Context: an optimization exercise on an open-source flow, tuned for small area, a short achievable clock period and few clock cycles per item. The choices shown serve that exercise and are no tape-out recipe.
In this exercise RTL edits were held to simulation tests only and were not proved equivalent to the original.

== the reference run ==
## aes_top
module aes_top #(
  parameter int ADDR_W = 8
) (
  input  logic              clk,
  input  logic              reset,
  input  logic [ADDR_W-1:0] awaddr,
  input  logic              awvalid,
  output logic              awready,
  input  logic [31:0]       wdata,
  input  logic [3:0]        wstrb,
  input  logic              wvalid,
  output logic              wready,
  output logic [1:0]        bresp,
  output logic              bvalid,
  input  logic              bready,
  input  logic [ADDR_W-1:0] araddr,
  input  logic              arvalid,
  output logic              arready,
  output logic [31:0]       rdata,
  output logic [1:0]        rresp,
  output logic              rvalid,
  input  logic              rready
);
  logic         start;        
  logic [127:0] key;
  logic [127:0] plaintext;
  logic         busy;         
  logic         done;         
  logic         finish;       
  ...
Size: about 5300 cells after synthesis, about 640 flip-flops, roughly 100 I/O pins, ~0.050 mm2 of cells after synthesis.
==> module aes_axil_write, before the edit <==
module aes_axil_write #(
  parameter int ADDR_W = 8
) (
  input  logic              clk,
  input  logic              reset,
  input  logic [ADDR_W-1:0] awaddr,
  input  logic              awvalid,
  output logic              awready,
  input  logic [31:0]       wdata,
  input  logic [3:0]        wstrb,
  input  logic              wvalid,
  output logic              wready,
  output logic [1:0]        bresp,
  output logic              bvalid,
  input  logic              bready,
  output logic              start,       
  output logic [127:0]      key,
  output logic [127:0]      plaintext,
  input  logic              busy
);
  localparam logic [ADDR_W-1:0] KEY_A  = ADDR_W'(aes_pkg::REG_KEY0);
  localparam logic [ADDR_W-1:0] PT_A   = ADDR_W'(aes_pkg::REG_PT0);
  localparam logic [ADDR_W-1:0] CTRL_A = ADDR_W'(aes_pkg::REG_CTRL);
  localparam logic [ADDR_W-1:0] STAT_A = ADDR_W'(aes_pkg::REG_STATUS);
  localparam logic [ADDR_W-1:0] CT_A   = ADDR_W'(aes_pkg::REG_CT0);
  logic         ready_q;   
  logic         accept;
  logic         is_key, is_pt, is_ctrl, is_stat, is_ct;
  logic         mapped;
  logic [1:0]   word;
  logic [127:0] key_q;
  logic [127:0] pt_q;
  assign accept  = awvalid && wvalid && ready_q;   
  assign awready = ready_q;
  assign wready  = ready_q;
  assign word    = awaddr[3:2];                                 
  assign is_key  = awaddr[ADDR_W-1:4] == KEY_A[ADDR_W-1:4];    
  assign is_pt   = awaddr[ADDR_W-1:4] == PT_A[ADDR_W-1:4];
  assign is_ct   = awaddr[ADDR_W-1:4] == CT_A[ADDR_W-1:4];     
  assign is_ctrl = awaddr[ADDR_W-1:2] == CTRL_A[ADDR_W-1:2];
  assign is_stat = awaddr[ADDR_W-1:2] == STAT_A[ADDR_W-1:2];   
  assign mapped  = is_key || is_pt || is_ctrl || is_stat || is_ct;
  assign start     = accept && is_ctrl && wdata[0] && !busy;
  assign key       = key_q;
  assign plaintext = pt_q;
  always_ff @(posedge clk or negedge reset)
  begin
    if (!reset)
    begin
      key_q <= '0;
      pt_q  <= '0;
    end
    else if (accept)
    begin
      for (int k = 0; k < 4; k++)
      begin
        if (wstrb[k] && is_key)
          key_q[32 * (3 - int'(word)) + 8*k +: 8] <= wdata[8*k +: 8];
        if (wstrb[k] && is_pt)
          pt_q[32 * (3 - int'(word)) + 8*k +: 8] <= wdata[8*k +: 8];
      end
    end
  end
  always_ff @(posedge clk or negedge reset)
  begin
    if (!reset)
    begin
      ready_q <= 1'b0;
      bvalid  <= 1'b0;
      bresp   <= aes_pkg::RESP_OKAY;
    end
    else if (accept)
    begin
      ready_q <= 1'b0;
      bvalid  <= 1'b1;   
      bresp   <= mapped ? aes_pkg::RESP_OKAY : aes_pkg::RESP_SLVERR;
    end
    else if (bvalid)
    begin
      if (bready)
      begin
        bvalid  <= 1'b0;
        ready_q <= 1'b1;
      end
    end
    else
      ready_q <= 1'b1;   
  end
endmodule
==> module aes_axil_read, before the edit <==
module aes_axil_read #(
  parameter int ADDR_W = 8
) (
  input  logic              clk,
  input  logic              reset,
  input  logic [ADDR_W-1:0] araddr,
  input  logic              arvalid,
  output logic              arready,
  output logic [31:0]       rdata,
  output logic [1:0]        rresp,
  output logic              rvalid,
  input  logic              rready,
  input  logic [127:0]      plaintext,
  input  logic              busy,
  input  logic              done,
  input  logic              finish,      
  input  logic [127:0]      ciphertext
);
  localparam logic [ADDR_W-1:0] KEY_A  = ADDR_W'(aes_pkg::REG_KEY0);
  localparam logic [ADDR_W-1:0] PT_A   = ADDR_W'(aes_pkg::REG_PT0);
  localparam logic [ADDR_W-1:0] CTRL_A = ADDR_W'(aes_pkg::REG_CTRL);
  localparam logic [ADDR_W-1:0] STAT_A = ADDR_W'(aes_pkg::REG_STATUS);
  localparam logic [ADDR_W-1:0] CT_A   = ADDR_W'(aes_pkg::REG_CT0);
  logic        accept;
  logic        is_stat;
  logic        wait_q;    
  logic        respond;
  logic [1:0]  word;
  logic [1:0]  status;    
  logic [31:0] rd_data;
  logic [1:0]  rd_resp;
  assign accept  = arvalid && arready;
  assign word    = araddr[3:2];
  assign is_stat = araddr[ADDR_W-1:2] == STAT_A[ADDR_W-1:2];
  assign status  = finish ? 2'b10 : {done, busy};
  assign respond = accept ? !(is_stat && busy && !finish) : (wait_q && (finish || !busy));
  always_comb
  begin
    rd_data = '0;
    rd_resp = aes_pkg::RESP_OKAY;
    if (!accept)
      rd_data = {30'b0, status};   
    else if (araddr[ADDR_W-1:4] == PT_A[ADDR_W-1:4])
      rd_data = plaintext[32 * (3 - int'(word)) +: 32];
    else if (araddr[ADDR_W-1:4] == CT_A[ADDR_W-1:4])
      rd_data = ciphertext[32 * (3 - int'(word)) +: 32];
    else if (is_stat)
      rd_data = {30'b0, status};
    else if (araddr[ADDR_W-1:4] != KEY_A[ADDR_W-1:4]
             && araddr[ADDR_W-1:2] != CTRL_A[ADDR_W-1:2])
      rd_resp = aes_pkg::RESP_SLVERR;   
  end
  always_ff @(posedge clk or negedge reset)
  begin
    if (!reset)
    begin
      arready <= 1'b0;
      rvalid  <= 1'b0;
      wait_q  <= 1'b0;
    end
    else if (respond)
    begin
      arready <= 1'b0;   
      rvalid  <= 1'b1;
      wait_q  <= 1'b0;
    end
    else if (accept)
    begin
      arready <= 1'b0;
      wait_q  <= 1'b1;
    end
    else if (rvalid && rready)
    begin
      rvalid  <= 1'b0;
      arready <= 1'b1;
    end
    else if (!rvalid && !wait_q)
      arready <= 1'b1;   
  end
  always_ff @(posedge clk)
  begin
    if (respond)
    begin
      rdata <= rd_data;
      rresp <= rd_resp;
    end
  end
endmodule
clock: 10.0 ns
lec_check: 0
cap_margin: 20
cell_pad_in_sites_detail_placement: 1
cell_pad_in_sites_global_placement: 2
core_margin: 2
core_utilization: 40
place_density: 0.55
slew_margin: 20
standard.sh (not shown) runs the stock make flow with config.mk's settings and CLKGATE_MAP_FILE= SYNTH_SCRIPT=/design/flow/synth_recipe.tcl, a recipe that flattens the netlist after the stock synthesis.
==> flow/flow/run.sh <==
#!/bin/bash
# Layout flow: the standard flow, except that
#  - synthesis maps the logic with the ABC script in flow/synth.abc (area-oriented
#    mapping that keeps the xor structure of the s-boxes) instead of ORFS's speed script;
#  - the make calls get the extra settings in EXTRA: repair aims at a larger setup
#    margin, and the port buffers that placement inserts on every input and output are
#    buf_2 cells rather than the default delay buffer.
# Everything else (yosys synth -nofsm -noshare, flattening, renaming, floorplan to finish,
# the final DEF) is the standard flow.
set -euo pipefail
W=$PWD
F=$W/flow
EXTRA='SETUP_SLACK_MARGIN=5.75 BUFFER_PORTS_ARGS="-buffer_cell sky130_fd_sc_hd__buf_2"'

# ORFS synthesis script with only the abc script replaced
sed -e 's|^\( *\)log_cmd abc {\*}\$abc_args|\1set abc_args [lreplace $abc_args 1 1 '"$F"'/synth.abc]\n\1log_cmd abc {*}$abc_args|' \
  "$FLOW_HOME/scripts/synth.tcl" > "$W/synth_custom.tcl"
grep -q "$F/synth.abc" "$W/synth_custom.tcl"
sed -e 's|source \$::env(SCRIPTS_DIR)/synth.tcl|source '"$W"'/synth_custom.tcl|' synth_recipe.tcl > "$W/synth_recipe_custom.tcl"
grep -q "synth_custom.tcl" "$W/synth_recipe_custom.tcl"

# standard.sh with the extra settings; synthesis also with the custom script
sed -e 's|"\${@:-finish}"|'"$EXTRA"' "${@:-finish}"|' standard.sh > "$W/layout_custom.sh"
grep -q "$EXTRA" "$W/layout_custom.sh"
sed -e 's|SYNTH_SCRIPT=[^ ]*|SYNTH_SCRIPT='"$W"'/synth_recipe_custom.tcl|' "$W/layout_custom.sh" > "$W/synth_custom.sh"

bash "$W/synth_custom.sh" synth > "$W/synth.log" 2>&1
bash "$W/layout_custom.sh" > "$W/layout.log" 2>&1
==> flow/flow/synth.abc <==
strash
&get -n
&dch -f
&nf -R 1000
&put
Testbench counts of the reference run, summed over its fixed seeds: cycles 5,056, blocks 128.
[inputs] the trial run vs the reference run
-- flow/design.v --
<<< the reference run, line 363
  logic [127:0] key_q;
  logic [127:0] pt_q;
  assign accept  = awvalid && wvalid && ready_q;   
  assign awready = ready_q;
>>> the trial run, line 363
  logic [127:0] key_q;
  logic [127:0] pt_q;
  logic         wr_q;      
  logic         wkey_q;    
  logic [1:0]   wword_q;
  logic [3:0]   wstrb_q;
  logic [31:0]  wdata_q;
  assign accept  = awvalid && wvalid && ready_q;   
  assign awready = ready_q;
<<< the reference run, line 376
  assign key       = key_q;
  assign plaintext = pt_q;
  always_ff @(posedge clk or negedge reset)
  begin
    if (!reset)
    begin
      key_q <= '0;
      pt_q  <= '0;
    end
    else if (accept)
    begin
      for (int k = 0; k < 4; k++)
      begin
        if (wstrb[k] && is_key)
          key_q[32 * (3 - int'(word)) + 8*k +: 8] <= wdata[8*k +: 8];
        if (wstrb[k] && is_pt)
          pt_q[32 * (3 - int'(word)) + 8*k +: 8] <= wdata[8*k +: 8];
      end
    end
>>> the trial run, line 381
  assign key       = key_q;
  assign plaintext = pt_q;
  always_ff @(posedge clk)
  begin
    wkey_q  <= is_key;
    wword_q <= word;
    wstrb_q <= wstrb;
    wdata_q <= wdata;
  end
  always_ff @(posedge clk or negedge reset)
  begin
    if (!reset)
    begin
      wr_q  <= 1'b0;
      key_q <= '0;
      pt_q  <= '0;
    end
    else
    begin
      wr_q <= accept && (is_key || is_pt);
      if (wr_q)
      begin
        for (int k = 0; k < 4; k++)
        begin
          if (wstrb_q[k] && wkey_q)
            key_q[32 * (3 - int'(wword_q)) + 8*k +: 8] <= wdata_q[8*k +: 8];
          if (wstrb_q[k] && !wkey_q)
            pt_q[32 * (3 - int'(wword_q)) + 8*k +: 8] <= wdata_q[8*k +: 8];
        end
      end
    end
<<< the reference run, line 448
  logic        wait_q;    
  logic        respond;
  logic [1:0]  word;
  logic [1:0]  status;    
>>> the trial run, line 465
  logic        wait_q;    
  logic        respond;
  logic        take;      
  logic [1:0]  word;
  logic [1:0]  status;    
<<< the reference run, line 457
  assign status  = finish ? 2'b10 : {done, busy};
  assign respond = accept ? !(is_stat && busy && !finish) : (wait_q && (finish || !busy));
  always_comb
  begin
    rd_data = '0;
    rd_resp = aes_pkg::RESP_OKAY;
    if (!accept)
      rd_data = {30'b0, status};   
    else if (araddr[ADDR_W-1:4] == PT_A[ADDR_W-1:4])
>>> the trial run, line 475
  assign status  = finish ? 2'b10 : {done, busy};
  assign respond = accept ? !(is_stat && busy && !finish) : (wait_q && (finish || !busy));
  assign take = wait_q ? (finish || !busy) : !rvalid;
  always_comb
  begin
    rd_data = '0;
    rd_resp = aes_pkg::RESP_OKAY;
    if (wait_q)
      rd_data = {30'b0, status};   
    else if (araddr[ADDR_W-1:4] == PT_A[ADDR_W-1:4])
<<< the reference run, line 502
  always_ff @(posedge clk)
  begin
    if (respond)
    begin
      rdata <= rd_data;
>>> the trial run, line 521
  always_ff @(posedge clk)
  begin
    if (take)
    begin
      rdata <= rd_data;
## What came out
The trial run: all stages complete, timing, DRC and antenna checks passed
On remaining number of nets flagged by the antenna check after routing, the reference run and the trial run are basically level.
| global-route met3 utilization | the trial run vs the reference run | ≈ equal |
[compare] base=the reference run new=the trial run: total clock buffers created by CTS up 4, worst setup slack now larger.
The trial run vs. the reference run: final critical delay including setup and external delays saw a decrease.
Testbench counts of the trial run, summed over its fixed seeds: cycles 5,056, blocks 128.

-- port drivers added, routing unchanged --
No port has a modelled driver above. Below, the same layouts with a new extraction and two added sets of constraints. Step 1 sets driving cells, clkbuf_16 on the clock port and buf_2 on the other inputs (assumed; they add their load-dependent delay and slew). Step 2 moves the port delays by t, midway between the first and last clock arrival at a register: inputs arrive t later, outputs are due t later. That takes back most of the time a late clock gives input paths. a / b / c = ideal ports / drivers / drivers and shift; a / b = the first two.
| run | shift t [ns] | setup WS [ns] | worst setup path after step 2 |
|---|---|---|---|
| the reference run | 0.799 | 5.731 / 5.731 / 5.019 | input to register |
| the trial run | 0.793 | 5.773 / 5.773 / 5.149 | input to register |
After both steps every run listed still meets setup and hold. The setup slack of the reference run, which loses most, moves by 0.000 ns with the drivers and by -0.712 ns with both steps.
